This is an optimization exercise on Yosys and OpenROAD, whose aim is small area, a short achievable clock period and few clock cycles per item, not a production implementation. Where RTL was checked, it was by simulation tests only, not by an equivalence proof against the original.

==> 11-03: inputs <==
// yuv_to_rgb_top
module yuv_to_rgb_top (
	input logic CLOCK_50_I,
	input logic Resetn,
	input logic [31:0] in_pair,
	input logic in_valid,
	output logic in_ready,
	output logic [15:0] out_word,
	output logic out_valid,
	input logic out_ready
);
clock: 12.0 ns
lec_check: 0
cap_margin: 20
core_margin: 2
core_utilization: 40
cts_buf_list: sky130_fd_sc_hd__clkbuf_16
cts_cluster_diameter: 100
cts_cluster_size: 25
slew_margin: 20
tns_end_percent: 30
standard.sh (not shown) runs the stock make flow with config.mk's settings and CLKGATE_MAP_FILE= SYNTH_SCRIPT=/design/flow/synth_recipe.tcl, a recipe that flattens the netlist after the stock synthesis.
==> flow/flow/run.sh <==
#!/bin/bash
# The standard layout (standard.sh) with two changes to how it is made; the
# clock period and constraints are unchanged:
# - ports get a plain buffer (buf_2) instead of the delay cell buffer_ports
#   picks by default;
# - ORFS's repair_timing is asked for a setup margin, so the resizer works on
#   paths longer than the period less the margin.
set -euo pipefail
MARGIN=8.5
sed "s|^make -C |make SETUP_SLACK_MARGIN=$MARGIN SKIP_GATE_CLONING=1 'BUFFER_PORTS_ARGS=-buffer_cell sky130_fd_sc_hd__buf_2' -C |" standard.sh > flow_margin.sh
grep -q "SETUP_SLACK_MARGIN=$MARGIN" flow_margin.sh
bash flow_margin.sh finish > make.log 2>&1
==> inputs of 02-21, as changes to 11-03 <==
==> flow/run.sh (new file) <==
#!/bin/bash
# synth_recipe.tcl (not shown) runs the flow's synth.tcl, then flattens the netlist and writes it again
# the make line also repeats each setting of config.mk as NAME=value (left out here)
make -C /OpenROAD-flow-scripts/flow DESIGN_CONFIG=/design/flow/config.mk WORK_HOME=/design/flow/orfs CLKGATE_MAP_FILE= SYNTH_SCRIPT=/design/flow/synth_recipe.tcl finish
- TNS_END_PERCENT: 30 -> default
removed: flow/flow/run.sh
removed: flow/standard.sh
==> inputs of 08-13, as changes to 11-03 <==
--- a/flow/flow/run.sh
+++ b/flow/flow/run.sh
@@ -7,5 +7,5 @@
 #   paths longer than the period less the margin.
 set -euo pipefail
-MARGIN=8.5
+MARGIN=8.4
 sed "s|^make -C |make SETUP_SLACK_MARGIN=$MARGIN SKIP_GATE_CLONING=1 'BUFFER_PORTS_ARGS=-buffer_cell sky130_fd_sc_hd__buf_2' -C |" standard.sh > flow_margin.sh
 grep -q "SETUP_SLACK_MARGIN=$MARGIN" flow_margin.sh
- TNS_END_PERCENT: 30 -> default
==> summary.txt <==
08-13 finished with timing, DRC and antenna clean. 02-21 produced a clean layout. 11-03 finished clean.
Via count, lowest first: 02-21, 08-13, 11-03.
Against 11-03, the register-to-register slack of 02-21 is worse by 0.65 ns.
The highest wire length belongs to 11-03, the lowest to 02-21.
Critical path depth: 02-21 is higher than 08-13 (3).
Worst hold slack: 02-21 is lower than 11-03 (0.0044 ns).
==> figures <==
DRT met1 WL: 08-13 21000 µm; 11-03 21400 µm; 02-21 21100 µm
Placed Area: 08-13 24600 µm²; 11-03 24600 µm²; 02-21 24800 µm²
Proportion of final cell area spent on non-clock buffers: 08-13 3.21%; 11-03 4.36%; 02-21 2.29%
Path depth of the worst reg2reg path: 08-13 12; 11-03 12; 02-21 14
Worst rel slew slack: 08-13 31.7%; 11-03 33.6%; 02-21 27.7%
Result of the run: 08-13 finished clean; 11-03 finished clean; 02-21 finished clean
Register fraction of the total cell area: 08-13 43.8%; 11-03 42.9%; 02-21 44.4%
R2R setup slack: 08-13 8.48 ns; 11-03 8.47 ns; 02-21 7.82 ns
Testbench counts of 11-03, summed over its fixed seeds: cycles 23,360, items 7,680.
Testbench counts of 02-21, summed over its fixed seeds: cycles 23,360, items 7,680.
Testbench counts of 08-13, summed over its fixed seeds: cycles 23,360, items 7,680.

==> inputs of wip/juniper <==
yuv_to_rgb_top, a different RTL version from the one above (not shown whole).
clock: 12.0 ns
lec_check: 0
cap_margin: 20
core_margin: 2
core_utilization: 40
cts_buf_list: sky130_fd_sc_hd__clkbuf_16
cts_cluster_diameter: 100
cts_cluster_size: 25
slew_margin: 20
==> flow/flow/run.sh <==
#!/bin/bash
# The standard layout (standard.sh) with two changes to how it is made; the
# clock period and constraints are unchanged:
# - ports get a plain buffer (buf_2) instead of the delay cell buffer_ports
#   picks by default;
# - ORFS's repair_timing is asked for a setup margin, so the resizer works on
#   paths longer than the period less the margin.
set -euo pipefail
MARGIN=8.3
sed "s|^make -C |make SETUP_SLACK_MARGIN=$MARGIN SKIP_GATE_CLONING=1 'BUFFER_PORTS_ARGS=-buffer_cell sky130_fd_sc_hd__buf_2' -C |" standard.sh > flow_margin.sh
grep -q "SETUP_SLACK_MARGIN=$MARGIN" flow_margin.sh
bash flow_margin.sh finish > make.log 2>&1
==> inputs of wip/nickel, as changes to wip/juniper <==
--- a/flow/design.v
+++ b/flow/design.v
@@ -1085,177 +1085,11 @@
 	assign n_25 = pa[12] & pb[12];
 	assign n_26 = pa[13] ^ pb[13];
 	assign n_27 = pa[13] & pb[13];
 	assign ra = {n_26, n_24, n_22, n_20, n_18, n_16, n_14, n_12, n_10, n_8, n_6, n_4, n_2, n_0};
 	assign rb = {n_25, n_23, n_21, n_19, n_17, n_15, n_13, n_11, n_9, n_7, n_5, n_3, n_1, pb[0]};
-	logic ad_0;
-	logic ad_1;
-	logic ad_2;
-	logic ad_3;
-	logic ad_4;
-	logic ad_5;
-	logic ad_6;
-	logic ad_7;
-	logic ad_8;
-	logic ad_9;
-	logic ad_10;
-	logic ad_11;
-	logic ad_12;
-	logic ad_13;
-	logic ad_14;
-	logic ad_15;
-	logic ad_16;
-	logic ad_17;
-	logic ad_18;
-	logic ad_19;
-	logic ad_20;
-	logic ad_21;
-	logic ad_22;
-	logic ad_23;
-	logic ad_24;
-	logic ad_25;
-	logic ad_26;
-	logic ad_27;
-	logic ad_28;
-	logic ad_29;
-	logic ad_30;
-	logic ad_31;
-	logic ad_32;
-	logic ad_33;
-	logic ad_34;
-	logic ad_35;
-	logic ad_36;
-	logic ad_37;
-	logic ad_38;
-	logic ad_39;
-	logic ad_40;
-	logic ad_41;
-	logic ad_42;
-	logic ad_43;
-	logic ad_44;
-	logic ad_45;
-	logic ad_46;
-	logic ad_47;
-	logic ad_48;
-	logic ad_49;
-	logic ad_50;
-	logic ad_51;
-	logic ad_52;
-	logic ad_53;
-	logic ad_54;
-	logic ad_55;
-	logic ad_56;
-	logic ad_57;
-	logic ad_58;
-	logic ad_59;
-	logic ad_60;
-	logic ad_61;
-	logic ad_62;
-	logic ad_63;
-	logic ad_64;
-	logic ad_65;
-	logic ad_66;
-	logic ad_67;
-	logic ad_68;
-	logic ad_69;
-	logic ad_70;
-	logic ad_71;
-	logic ad_72;
-	logic ad_73;
-	logic ad_74;
-	logic ad_75;
-	logic ad_76;
-	logic ad_77;
-	logic ad_78;
-	logic ad_79;
-	logic ad_80;
-	logic ad_81;
-	logic ad_82;
-	assign ad_0 = ra[0] & rb[0];
-	assign ad_1 = ra[1] & rb[1];
-	assign ad_2 = ra[2] & rb[2];
-	assign ad_3 = ra[3] & rb[3];
-	assign ad_4 = ra[4] & rb[4];
-	assign ad_5 = ra[5] & rb[5];
-	assign ad_6 = ra[6] & rb[6];
-	assign ad_7 = ra[7] & rb[7];
-	assign ad_8 = ra[8] & rb[8];
-	assign ad_9 = ra[9] & rb[9];
-	assign ad_10 = ra[10] & rb[10];
-	assign ad_11 = ra[11] & rb[11];
-	assign ad_12 = ra[12] & rb[12];
-	assign ad_13 = ra[13] & rb[13];
-	assign ad_14 = ra[0] ^ rb[0];
-	assign ad_15 = ra[1] ^ rb[1];
-	assign ad_16 = ra[2] ^ rb[2];
-	assign ad_17 = ra[3] ^ rb[3];
-	assign ad_18 = ra[4] ^ rb[4];
-	assign ad_19 = ra[5] ^ rb[5];
-	assign ad_20 = ra[6] ^ rb[6];
-	assign ad_21 = ra[7] ^ rb[7];
-	assign ad_22 = ra[8] ^ rb[8];
-	assign ad_23 = ra[9] ^ rb[9];
-	assign ad_24 = ra[10] ^ rb[10];
-	assign ad_25 = ra[11] ^ rb[11];
-	assign ad_26 = ra[12] ^ rb[12];
-	assign ad_27 = ra[13] ^ rb[13];
-	assign ad_28 = ad_1 | (ad_15 & ad_0);
-	assign ad_29 = ad_15 & ad_14;
-	assign ad_30 = ad_3 | (ad_17 & ad_2);
-	assign ad_31 = ad_17 & ad_16;
-	assign ad_32 = ad_5 | (ad_19 & ad_4);
-	assign ad_33 = ad_19 & ad_18;
-	assign ad_34 = ad_7 | (ad_21 & ad_6);
-	assign ad_35 = ad_21 & ad_20;
-	assign ad_36 = ad_9 | (ad_23 & ad_8);
-	assign ad_37 = ad_23 & ad_22;
-	assign ad_38 = ad_11 | (ad_25 & ad_10);
-	assign ad_39 = ad_25 & ad_24;
-	assign ad_40 = ad_13 | (ad_27 & ad_12);
-	assign ad_41 = ad_27 & ad_26;
-	assign ad_42 = ad_30 | (ad_31 & ad_28);
-	assign ad_43 = ad_31 & ad_29;
-	assign ad_44 = ad_34 | (ad_35 & ad_32);
-	assign ad_45 = ad_35 & ad_33;
-	assign ad_46 = ad_38 | (ad_39 & ad_36);
-	assign ad_47 = ad_39 & ad_37;
-	assign ad_48 = ad_44 | (ad_45 & ad_42);
-	assign ad_49 = ad_45 & ad_43;
-	assign ad_50 = ad_46 | (ad_47 & ad_48);
-	assign ad_51 = ad_47 & ad_49;
-	assign ad_52 = ad_32 | (ad_33 & ad_42);
-	assign ad_53 = ad_33 & ad_43;
-	assign ad_54 = ad_36 | (ad_37 & ad_48);
-	assign ad_55 = ad_37 & ad_49;
-	assign ad_56 = ad_40 | (ad_41 & ad_50);
-	assign ad_57 = ad_41 & ad_51;
-	assign ad_58 = ad_2 | (ad_16 & ad_28);
-	assign ad_59 = ad_16 & ad_29;
-	assign ad_60 = ad_4 | (ad_18 & ad_42);
-	assign ad_61 = ad_18 & ad_43;
-	assign ad_62 = ad_6 | (ad_20 & ad_52);
-	assign ad_63 = ad_20 & ad_53;
-	assign ad_64 = ad_8 | (ad_22 & ad_48);
-	assign ad_65 = ad_22 & ad_49;
-	assign ad_66 = ad_10 | (ad_24 & ad_54);
-	assign ad_67 = ad_24 & ad_55;
-	assign ad_68 = ad_12 | (ad_26 & ad_50);
-	assign ad_69 = ad_26 & ad_51;
-	assign ad_70 = ad_15 ^ ad_0;
-	assign ad_71 = ad_16 ^ ad_28;
-	assign ad_72 = ad_17 ^ ad_58;
-	assign ad_73 = ad_18 ^ ad_42;
-	assign ad_74 = ad_19 ^ ad_60;
-	assign ad_75 = ad_20 ^ ad_52;
-	assign ad_76 = ad_21 ^ ad_62;
-	assign ad_77 = ad_22 ^ ad_48;
-	assign ad_78 = ad_23 ^ ad_64;
-	assign ad_79 = ad_24 ^ ad_54;
-	assign ad_80 = ad_25 ^ ad_66;
-	assign ad_81 = ad_26 ^ ad_50;
-	assign ad_82 = ad_27 ^ ad_68;
-	assign s = {ad_82, ad_81, ad_80, ad_79, ad_78, ad_77, ad_76, ad_75, ad_74, ad_73, ad_72, ad_71, ad_70, ad_14};
+	assign s = ra + rb;
 	assign h = s[13:4];
 endmodule
 module csc_g_lo (input logic [24:0] t, input logic [7:0] u, input logic [7:0] v, output logic [2:0] lc, output logic [13:0] pa, output logic [13:0] pb);
 	logic n_0;
 	logic n_1;
@@ -1677,177 +1511,11 @@
 	assign n_25 = pa[12] & pb[12];
 	assign n_26 = pa[13] ^ pb[13];
 	assign n_27 = pa[13] & pb[13];
 	assign ra = {n_26, n_24, n_22, n_20, n_18, n_16, n_14, n_12, n_10, n_8, n_6, n_4, n_2, n_0};
 	assign rb = {n_25, n_23, n_21, n_19, n_17, n_15, n_13, n_11, n_9, n_7, n_5, n_3, n_1, pb[0]};
-	logic ad_0;
-	logic ad_1;
-	logic ad_2;
-	logic ad_3;
-	logic ad_4;
-	logic ad_5;
-	logic ad_6;
-	logic ad_7;
-	logic ad_8;
-	logic ad_9;
-	logic ad_10;
-	logic ad_11;
-	logic ad_12;
-	logic ad_13;
-	logic ad_14;
-	logic ad_15;
-	logic ad_16;
-	logic ad_17;
-	logic ad_18;
-	logic ad_19;
-	logic ad_20;
-	logic ad_21;
-	logic ad_22;
-	logic ad_23;
-	logic ad_24;
-	logic ad_25;
-	logic ad_26;
-	logic ad_27;
-	logic ad_28;
-	logic ad_29;
-	logic ad_30;
-	logic ad_31;
-	logic ad_32;
-	logic ad_33;
-	logic ad_34;
-	logic ad_35;
-	logic ad_36;
-	logic ad_37;
-	logic ad_38;
-	logic ad_39;
-	logic ad_40;
-	logic ad_41;
-	logic ad_42;
-	logic ad_43;
-	logic ad_44;
-	logic ad_45;
-	logic ad_46;
-	logic ad_47;
-	logic ad_48;
-	logic ad_49;
-	logic ad_50;
-	logic ad_51;
-	logic ad_52;
-	logic ad_53;
-	logic ad_54;
-	logic ad_55;
-	logic ad_56;
-	logic ad_57;
-	logic ad_58;
-	logic ad_59;
-	logic ad_60;
-	logic ad_61;
-	logic ad_62;
-	logic ad_63;
-	logic ad_64;
-	logic ad_65;
-	logic ad_66;
-	logic ad_67;
-	logic ad_68;
-	logic ad_69;
-	logic ad_70;
-	logic ad_71;
-	logic ad_72;
-	logic ad_73;
-	logic ad_74;
-	logic ad_75;
-	logic ad_76;
-	logic ad_77;
-	logic ad_78;
-	logic ad_79;
-	logic ad_80;
-	logic ad_81;
-	logic ad_82;
-	assign ad_0 = ra[0] & rb[0];
-	assign ad_1 = ra[1] & rb[1];
-	assign ad_2 = ra[2] & rb[2];
-	assign ad_3 = ra[3] & rb[3];
-	assign ad_4 = ra[4] & rb[4];
-	assign ad_5 = ra[5] & rb[5];
-	assign ad_6 = ra[6] & rb[6];
-	assign ad_7 = ra[7] & rb[7];
-	assign ad_8 = ra[8] & rb[8];
-	assign ad_9 = ra[9] & rb[9];
-	assign ad_10 = ra[10] & rb[10];
-	assign ad_11 = ra[11] & rb[11];
-	assign ad_12 = ra[12] & rb[12];
-	assign ad_13 = ra[13] & rb[13];
-	assign ad_14 = ra[0] ^ rb[0];
-	assign ad_15 = ra[1] ^ rb[1];
-	assign ad_16 = ra[2] ^ rb[2];
-	assign ad_17 = ra[3] ^ rb[3];
-	assign ad_18 = ra[4] ^ rb[4];
-	assign ad_19 = ra[5] ^ rb[5];
-	assign ad_20 = ra[6] ^ rb[6];
-	assign ad_21 = ra[7] ^ rb[7];
-	assign ad_22 = ra[8] ^ rb[8];
-	assign ad_23 = ra[9] ^ rb[9];
-	assign ad_24 = ra[10] ^ rb[10];
-	assign ad_25 = ra[11] ^ rb[11];
-	assign ad_26 = ra[12] ^ rb[12];
-	assign ad_27 = ra[13] ^ rb[13];
-	assign ad_28 = ad_1 | (ad_15 & ad_0);
-	assign ad_29 = ad_15 & ad_14;
-	assign ad_30 = ad_3 | (ad_17 & ad_2);
-	assign ad_31 = ad_17 & ad_16;
-	assign ad_32 = ad_5 | (ad_19 & ad_4);
-	assign ad_33 = ad_19 & ad_18;
-	assign ad_34 = ad_7 | (ad_21 & ad_6);
-	assign ad_35 = ad_21 & ad_20;
-	assign ad_36 = ad_9 | (ad_23 & ad_8);
-	assign ad_37 = ad_23 & ad_22;
-	assign ad_38 = ad_11 | (ad_25 & ad_10);
-	assign ad_39 = ad_25 & ad_24;
-	assign ad_40 = ad_13 | (ad_27 & ad_12);
-	assign ad_41 = ad_27 & ad_26;
-	assign ad_42 = ad_30 | (ad_31 & ad_28);
-	assign ad_43 = ad_31 & ad_29;
-	assign ad_44 = ad_34 | (ad_35 & ad_32);
-	assign ad_45 = ad_35 & ad_33;
-	assign ad_46 = ad_38 | (ad_39 & ad_36);
-	assign ad_47 = ad_39 & ad_37;
-	assign ad_48 = ad_44 | (ad_45 & ad_42);
-	assign ad_49 = ad_45 & ad_43;
-	assign ad_50 = ad_46 | (ad_47 & ad_48);
-	assign ad_51 = ad_47 & ad_49;
-	assign ad_52 = ad_32 | (ad_33 & ad_42);
-	assign ad_53 = ad_33 & ad_43;
-	assign ad_54 = ad_36 | (ad_37 & ad_48);
-	assign ad_55 = ad_37 & ad_49;
-	assign ad_56 = ad_40 | (ad_41 & ad_50);
-	assign ad_57 = ad_41 & ad_51;
-	assign ad_58 = ad_2 | (ad_16 & ad_28);
-	assign ad_59 = ad_16 & ad_29;
-	assign ad_60 = ad_4 | (ad_18 & ad_42);
-	assign ad_61 = ad_18 & ad_43;
-	assign ad_62 = ad_6 | (ad_20 & ad_52);
-	assign ad_63 = ad_20 & ad_53;
-	assign ad_64 = ad_8 | (ad_22 & ad_48);
-	assign ad_65 = ad_22 & ad_49;
-	assign ad_66 = ad_10 | (ad_24 & ad_54);
-	assign ad_67 = ad_24 & ad_55;
-	assign ad_68 = ad_12 | (ad_26 & ad_50);
-	assign ad_69 = ad_26 & ad_51;
-	assign ad_70 = ad_15 ^ ad_0;
-	assign ad_71 = ad_16 ^ ad_28;
-	assign ad_72 = ad_17 ^ ad_58;
-	assign ad_73 = ad_18 ^ ad_42;
-	assign ad_74 = ad_19 ^ ad_60;
-	assign ad_75 = ad_20 ^ ad_52;
-	assign ad_76 = ad_21 ^ ad_62;
-	assign ad_77 = ad_22 ^ ad_48;
-	assign ad_78 = ad_23 ^ ad_64;
-	assign ad_79 = ad_24 ^ ad_54;
-	assign ad_80 = ad_25 ^ ad_66;
-	assign ad_81 = ad_26 ^ ad_50;
-	assign ad_82 = ad_27 ^ ad_68;
-	assign s = {ad_82, ad_81, ad_80, ad_79, ad_78, ad_77, ad_76, ad_75, ad_74, ad_73, ad_72, ad_71, ad_70, ad_14};
+	assign s = ra + rb;
 	assign h = s[13:4];
 endmodule
 module csc_b_lo (input logic [24:0] t, input logic [7:0] u, output logic [2:0] lc, output logic [14:0] pa, output logic [14:0] pb);
 	logic n_0;
 	logic n_1;
@@ -2103,187 +1771,11 @@
 	assign n_23 = pa[11] & pb[11];
 	assign n_24 = pa[12] ^ pb[12];
 	assign n_25 = pa[12] & pb[12];
 	assign ra = {1'b0, pa[13], n_24, n_22, n_20, n_18, n_16, n_14, n_12, n_10, n_8, n_6, n_4, n_2, n_0};
 	assign rb = {1'b0, n_25, n_23, n_21, n_19, n_17, n_15, n_13, n_11, n_9, n_7, n_5, n_3, n_1, pb[0]};
-	logic ad_0;
-	logic ad_1;
-	logic ad_2;
-	logic ad_3;
-	logic ad_4;
-	logic ad_5;
-	logic ad_6;
-	logic ad_7;
-	logic ad_8;
-	logic ad_9;
-	logic ad_10;
-	logic ad_11;
-	logic ad_12;
-	logic ad_13;
-	logic ad_14;
-	logic ad_15;
-	logic ad_16;
-	logic ad_17;
-	logic ad_18;
-	logic ad_19;
-	logic ad_20;
-	logic ad_21;
-	logic ad_22;
-	logic ad_23;
-	logic ad_24;
-	logic ad_25;
-	logic ad_26;
-	logic ad_27;
-	logic ad_28;
-	logic ad_29;
-	logic ad_30;
-	logic ad_31;
-	logic ad_32;
-	logic ad_33;
-	logic ad_34;
-	logic ad_35;
-	logic ad_36;
-	logic ad_37;
-	logic ad_38;
-	logic ad_39;
-	logic ad_40;
-	logic ad_41;
-	logic ad_42;
-	logic ad_43;
-	logic ad_44;
-	logic ad_45;
-	logic ad_46;
-	logic ad_47;
-	logic ad_48;
-	logic ad_49;
-	logic ad_50;
-	logic ad_51;
-	logic ad_52;
-	logic ad_53;
-	logic ad_54;
-	logic ad_55;
-	logic ad_56;
-	logic ad_57;
-	logic ad_58;
-	logic ad_59;
-	logic ad_60;
-	logic ad_61;
-	logic ad_62;
-	logic ad_63;
-	logic ad_64;
-	logic ad_65;
-	logic ad_66;
-	logic ad_67;
-	logic ad_68;
-	logic ad_69;
-	logic ad_70;
-	logic ad_71;
-	logic ad_72;
-	logic ad_73;
-	logic ad_74;
-	logic ad_75;
-	logic ad_76;
-	logic ad_77;
-	logic ad_78;
-	logic ad_79;
-	logic ad_80;
-	logic ad_81;
-	logic ad_82;
-	logic ad_83;
-	logic ad_84;
-	logic ad_85;
-	logic ad_86;
-	logic ad_87;
-	assign ad_0 = ra[0] & rb[0];
-	assign ad_1 = ra[1] & rb[1];
-	assign ad_2 = ra[2] & rb[2];
-	assign ad_3 = ra[3] & rb[3];
-	assign ad_4 = ra[4] & rb[4];
-	assign ad_5 = ra[5] & rb[5];
-	assign ad_6 = ra[6] & rb[6];
-	assign ad_7 = ra[7] & rb[7];
-	assign ad_8 = ra[8] & rb[8];
-	assign ad_9 = ra[9] & rb[9];
-	assign ad_10 = ra[10] & rb[10];
-	assign ad_11 = ra[11] & rb[11];
-	assign ad_12 = ra[12] & rb[12];
-	assign ad_13 = ra[13] & rb[13];
-	assign ad_14 = ra[14] & rb[14];
-	assign ad_15 = ra[0] ^ rb[0];
-	assign ad_16 = ra[1] ^ rb[1];
-	assign ad_17 = ra[2] ^ rb[2];
-	assign ad_18 = ra[3] ^ rb[3];
-	assign ad_19 = ra[4] ^ rb[4];
-	assign ad_20 = ra[5] ^ rb[5];
-	assign ad_21 = ra[6] ^ rb[6];
-	assign ad_22 = ra[7] ^ rb[7];
-	assign ad_23 = ra[8] ^ rb[8];
-	assign ad_24 = ra[9] ^ rb[9];
-	assign ad_25 = ra[10] ^ rb[10];
-	assign ad_26 = ra[11] ^ rb[11];
-	assign ad_27 = ra[12] ^ rb[12];
-	assign ad_28 = ra[13] ^ rb[13];
-	assign ad_29 = ra[14] ^ rb[14];
-	assign ad_30 = ad_1 | (ad_16 & ad_0);
-	assign ad_31 = ad_16 & ad_15;
-	assign ad_32 = ad_3 | (ad_18 & ad_2);
-	assign ad_33 = ad_18 & ad_17;
-	assign ad_34 = ad_5 | (ad_20 & ad_4);
-	assign ad_35 = ad_20 & ad_19;
-	assign ad_36 = ad_7 | (ad_22 & ad_6);
-	assign ad_37 = ad_22 & ad_21;
-	assign ad_38 = ad_9 | (ad_24 & ad_8);
-	assign ad_39 = ad_24 & ad_23;
-	assign ad_40 = ad_11 | (ad_26 & ad_10);
-	assign ad_41 = ad_26 & ad_25;
-	assign ad_42 = ad_13 | (ad_28 & ad_12);
-	assign ad_43 = ad_28 & ad_27;
-	assign ad_44 = ad_32 | (ad_33 & ad_30);
-	assign ad_45 = ad_33 & ad_31;
-	assign ad_46 = ad_36 | (ad_37 & ad_34);
-	assign ad_47 = ad_37 & ad_35;
-	assign ad_48 = ad_40 | (ad_41 & ad_38);
-	assign ad_49 = ad_41 & ad_39;
-	assign ad_50 = ad_46 | (ad_47 & ad_44);
-	assign ad_51 = ad_47 & ad_45;
-	assign ad_52 = ad_48 | (ad_49 & ad_50);
-	assign ad_53 = ad_49 & ad_51;
-	assign ad_54 = ad_34 | (ad_35 & ad_44);
-	assign ad_55 = ad_35 & ad_45;
-	assign ad_56 = ad_38 | (ad_39 & ad_50);
-	assign ad_57 = ad_39 & ad_51;
-	assign ad_58 = ad_42 | (ad_43 & ad_52);
-	assign ad_59 = ad_43 & ad_53;
-	assign ad_60 = ad_2 | (ad_17 & ad_30);
-	assign ad_61 = ad_17 & ad_31;
-	assign ad_62 = ad_4 | (ad_19 & ad_44);
-	assign ad_63 = ad_19 & ad_45;
-	assign ad_64 = ad_6 | (ad_21 & ad_54);
-	assign ad_65 = ad_21 & ad_55;
-	assign ad_66 = ad_8 | (ad_23 & ad_50);
-	assign ad_67 = ad_23 & ad_51;
-	assign ad_68 = ad_10 | (ad_25 & ad_56);
-	assign ad_69 = ad_25 & ad_57;
-	assign ad_70 = ad_12 | (ad_27 & ad_52);
-	assign ad_71 = ad_27 & ad_53;
-	assign ad_72 = ad_14 | (ad_29 & ad_58);
-	assign ad_73 = ad_29 & ad_59;
-	assign ad_74 = ad_16 ^ ad_0;
-	assign ad_75 = ad_17 ^ ad_30;
-	assign ad_76 = ad_18 ^ ad_60;
-	assign ad_77 = ad_19 ^ ad_44;
-	assign ad_78 = ad_20 ^ ad_62;
-	assign ad_79 = ad_21 ^ ad_54;
-	assign ad_80 = ad_22 ^ ad_64;
-	assign ad_81 = ad_23 ^ ad_50;
-	assign ad_82 = ad_24 ^ ad_66;
-	assign ad_83 = ad_25 ^ ad_56;
-	assign ad_84 = ad_26 ^ ad_68;
-	assign ad_85 = ad_27 ^ ad_52;
-	assign ad_86 = ad_28 ^ ad_70;
-	assign ad_87 = ad_29 ^ ad_58;
-	assign s = {ad_87, ad_86, ad_85, ad_84, ad_83, ad_82, ad_81, ad_80, ad_79, ad_78, ad_77, ad_76, ad_75, ad_74, ad_15};
+	assign s = ra + rb;
 	assign h = s[14:4];
 endmodule
 `timescale 1ns/10ps
 module yuv_to_rgb_top (
 	input logic CLOCK_50_I,
--- a/flow/flow/run.sh
+++ b/flow/flow/run.sh
@@ -4,9 +4,9 @@
 # - ports get a plain buffer (buf_2) instead of the delay cell buffer_ports
 #   picks by default;
 # - ORFS's repair_timing is asked for a setup margin, so the resizer works on
 #   paths longer than the period less the margin.
 set -euo pipefail
-MARGIN=8.3
+MARGIN=8.5
 sed "s|^make -C |make SETUP_SLACK_MARGIN=$MARGIN SKIP_GATE_CLONING=1 'BUFFER_PORTS_ARGS=-buffer_cell sky130_fd_sc_hd__buf_2' -C |" standard.sh > flow_margin.sh
 grep -q "SETUP_SLACK_MARGIN=$MARGIN" flow_margin.sh
 bash flow_margin.sh finish > make.log 2>&1
- CTS_BUF_LIST: sky130_fd_sc_hd__clkbuf_16 -> default
- CTS_CLUSTER_DIAMETER: 100 -> default
- CTS_CLUSTER_SIZE: 25 -> default
==> summary.txt <==
type of the worst setup path=reg2reg; first-pass GRT wire length=77700 µm; complex-gate fraction of the synthesized area=0.0604; terminus of the critical flop-to-flop path=out_word[7]; met3 routing resource usage after global routing=0.0206; run status=no timing/DRC/antenna violations; via count of the first global-routing pass=about 14000
[end of results for wip/juniper]
==> summary.txt <==
terminus of the critical flop-to-flop path=lb[1]; met3 routing resource usage after global routing=0.0250; via count of the first global-routing pass=14007; complex-gate fraction of the synthesized area=0.0652; wire length per cell after detailed routing=~18 µm; run status=no timing/DRC/antenna violations
[end of results for wip/nickel]
Testbench counts of wip/nickel, summed over its fixed seeds: cycles 23,360, items 7,680.
For wip/juniper, only the layout was checked, not whether the RTL still works.

==> re-timing with driven ports <==
No port has a modelled driver above. Below, the same layouts with a new extraction and two added sets of constraints. Step 1: set_driving_cell puts a clkbuf_16 on CLOCK_50_I and a buf_2 on each other input, an assumption about the parent block. Step 2 adds t to the input delays and takes it off the output delays; t is the mean of the earliest and latest rising clock arrival at the registers after step 1. Input paths then give back, and output paths get back, about the clock's delay inside the block. a / b / c = ideal / step 1 / step 2; a / b = the first two.
run	shift t [ns]	slack for setup (ns)	worst data-port slew with drivers (ns)	pins driven straight from the clock port
11-03	0.594	8.451 / 8.395 / 7.939	0.04	1
02-21	0.601	7.518 / 7.551 / 6.950	0.04	1
08-13	0.598	8.453 / 8.400 / 8.004	0.06	1
wip/juniper	0.603	8.053 / 8.053 / 7.874	0.05	1
wip/nickel	0.631	8.468 / 8.415 / 7.981	0.03	1
After both steps setup and hold are still met in every run listed. For 02-21, which loses most, drivers alone change the setup slack by +0.033 ns; drivers and shift together by -0.568 ns.
